Background: an optimization exercise with open tools, aiming at small area, a short achievable clock period and few clock cycles per item. Do not read the settings as production practice.
Function was checked by simulation only, so behaviour that the tests miss may differ from the original.
Power and IR drop assume default switching activity.

// polynomial_share_generator_mod251
module polynomial_share_generator_mod251 (
    input  logic        i_clk,
    input  logic        i_rst_n,
    input  logic        i_cfg_we,
    input  logic [0:0]  i_cfg_idx,
    input  logic [4:0]  i_cfg_data,
    input  logic        i_valid,
    output logic        o_ready,
    input  logic [63:0] i_item,
    output logic        o_valid,
    input  logic        i_ready,
    output logic [13:0] o_item
);
    logic [3:0]  r_threshold;
    logic [4:0]  r_share_count;
    logic [2:0]  deg;
    logic [4:0]  cnt;
    logic        a_full;
    logic        a_done;
    logic [4:0]  a_n;
    logic [63:0] a_tab;
    logic        load;
    logic        r_valid;
    logic        valid_n;
    always_ff @(posedge i_clk) begin
        if (!i_rst_n) begin
            r_threshold   <= 4'd2;
            r_share_count <= 5'd4;
        end else if (i_cfg_we) begin
            if (i_cfg_idx == 1'b0) begin
                r_threshold   <= i_cfg_data[3:0];
            end else begin
                r_share_count <= i_cfg_data;
            end
        end
    end
    always_comb begin
        if (r_threshold == 4'd0)     deg = 3'd0;
        else if (r_threshold > 4'd8) deg = 3'd7;
        else                         deg = 3'(r_threshold - 4'd1);
        if (r_share_count == 5'd0)       cnt = 5'd1;
        else if (r_share_count > 5'd16)  cnt = 5'd16;
        else                             cnt = r_share_count;
    end
    psg_seq u_seq (
        .i_clk    (i_clk),
        .i_rst_n  (i_rst_n),
        .i_valid  (i_valid),
        .i_item   (i_item),
        .i_deg    (deg),
        .i_n      (cnt),
        .i_take   (load),
        .i_bvalid_n (valid_n),
        .o_full   (a_full),
        .o_ready  (o_ready),
        .o_done   (a_done),
        .o_n      (a_n),
        .o_tab    (a_tab)
    );
    logic        r_last;
    logic [4:0]  r_x;
    logic [4:0]  r_n;
    logic [7:0]  r_out;
    logic [7:1][7:0] r_r;
        logic [6:1][7:0] st_r;
    logic [7:0]  ld_out;
    logic [7:0]  st_out;
    logic        step;
    logic        sel_load;
    logic        en;
    assign valid_n = load || (r_valid && !(i_ready && r_last));
    assign sel_load = a_done && (!r_valid || r_last);
    assign load = sel_load && (!r_valid || i_ready);
    assign step = r_valid && i_ready && !r_last;
    assign en   = load || step;
    generate
  ...
Size: roughly 2100 cells after synthesis, ~230 flip-flops.
clock: 11.0 ns
lec_check: 0
cap_margin: 20
core_margin: 2
core_utilization: 40
slew_margin: 20
standard.sh (not shown) runs the stock make flow with config.mk's settings and CLKGATE_MAP_FILE= SYNTH_SCRIPT=/design/flow/synth_recipe.tcl, a recipe that flattens the netlist after the stock synthesis.
==> flow/flow/run.sh <==
#!/bin/bash
# Standard layout, with timing repair asked to leave 7.7 ns of setup slack at the design's
# clock period (the standard flow stops repairing once the design meets the period).
set -euo pipefail
bash standard.sh SETUP_SLACK_MARGIN=7.7 finish > flow_standard.log 2>&1
The starting point ran to the end with no violations.
Testbench counts at the start, summed over its fixed seeds: cycles 13,393, shares 13,040.
==> next run, changes <==
==> flow/flow/run.sh (replaced) <==
#!/bin/bash
# Standard layout, with timing repair asked to leave 7.5 ns of setup slack at the design's
# clock period (the standard flow stops repairing once the design meets the period).
set -euo pipefail
bash standard.sh SETUP_SLACK_MARGIN=7.5 finish > flow_standard.log 2>&1
Cell area goes down by 4.1%.
Combinational power fell by 12%.
Sequential share of layout area went up by 1.0 points.
Non-clock buffer count came out lower by 58.
Synthesized cell count is unchanged.
Register-to-register slack improved by 90 ps.
Setup slack gets better by 90 ps.
Maximum frequency went up by 2.5%.
Worst hold slack hardly moves.
Core utilization goes down by 2.1 points.
Clock power goes down by 5.8%.
==> next run, changes <==
==> flow/flow/run.sh (replaced) <==
#!/bin/bash
# Standard layout, with timing repair asked to leave 7.4 ns of setup slack at the design's
# clock period (the standard flow stops repairing once the design meets the period).
set -euo pipefail
bash standard.sh SETUP_SLACK_MARGIN=7.4 finish > flow_standard.log 2>&1
Outcome: Worst hold slack degrades by 10 ps. Utilization came out lower by 0.80 points. Via count stays flat. Cell count came out lower slightly. Clock skew came out lower by 13 ps.
==> next run, changes <==
==> flow/flow/run.sh (replaced) <==
#!/bin/bash
# Standard layout, with timing repair asked to leave 7.3 ns of setup slack at the design's
# clock period (the standard flow stops repairing once the design meets the period).
set -euo pipefail
bash standard.sh SETUP_SLACK_MARGIN=7.3 finish > flow_standard.log 2>&1
The new run finished clean.
Design area came out lower by 0.99%.
Die area does not change.
Count of clock-buffer cells in the layout rises by 1.
Utilization drops by 0.47 points.
Via count goes down by 0.61%.
Combinational power drops by 6.6%.
Clock skew hardly moves.
Worst hold slack hardly moves.
Register-to-register slack gains 140 ps.
First-iteration DRC count climbs by about 11%.
Non-clock buffer count falls by 22.
==> next run, changes <==
==> flow/flow/run.sh (replaced) <==
#!/bin/bash
# Standard layout, with timing repair asked to leave 7.0 ns of setup slack at the design's
# clock period (the standard flow stops repairing once the design meets the period).
set -euo pipefail
bash standard.sh SETUP_SLACK_MARGIN=7.0 finish > flow_standard.log 2>&1
=>
- non-clock buffer count came out lower by 33
- clock power decreases by about 7%
- via count shrinks by about 1.8%

afterwards: timing with drivers on the ports:
In the flow no input, the clock included, has a driving cell. The finished layouts below were timed again as built, in two steps.
Step 1 assumes that a clkbuf_16 drives the clock port and a buf_2 every other input.
Step 2 adds t to the input delays and takes it off the output delays; t is the mean of the earliest and latest rising clock arrival at the registers after step 1. Input paths then give back, and output paths get back, about the clock's delay inside the block.
a / b / c = ideal ports / drivers / drivers and shift; a / b = the first two.
run	shift t [ns]	setup slack, ns	worst hold slack (ns)	cell pins on the clock port's net
the first run	0.624	7.284 / 7.284 / 7.154	0.483 / 0.483 / 0.483	1
the second run	0.629	7.374 / 7.360 / 7.101	0.481 / 0.481 / 0.481	1
the third run	0.619	7.269 / 7.269 / 6.911	0.471 / 0.471 / 0.471	1
the fourth run	0.637	7.347 / 7.292 / 6.792	0.469 / 0.469 / 0.469	1
the fifth run	0.617	7.040 / 6.986 / 6.862	0.455 / 0.455 / 0.455	1
After both steps setup and hold are still met in every run listed. The setup slack of the fourth run, which loses most, moves by -0.055 ns with the drivers and by -0.555 ns with both steps.
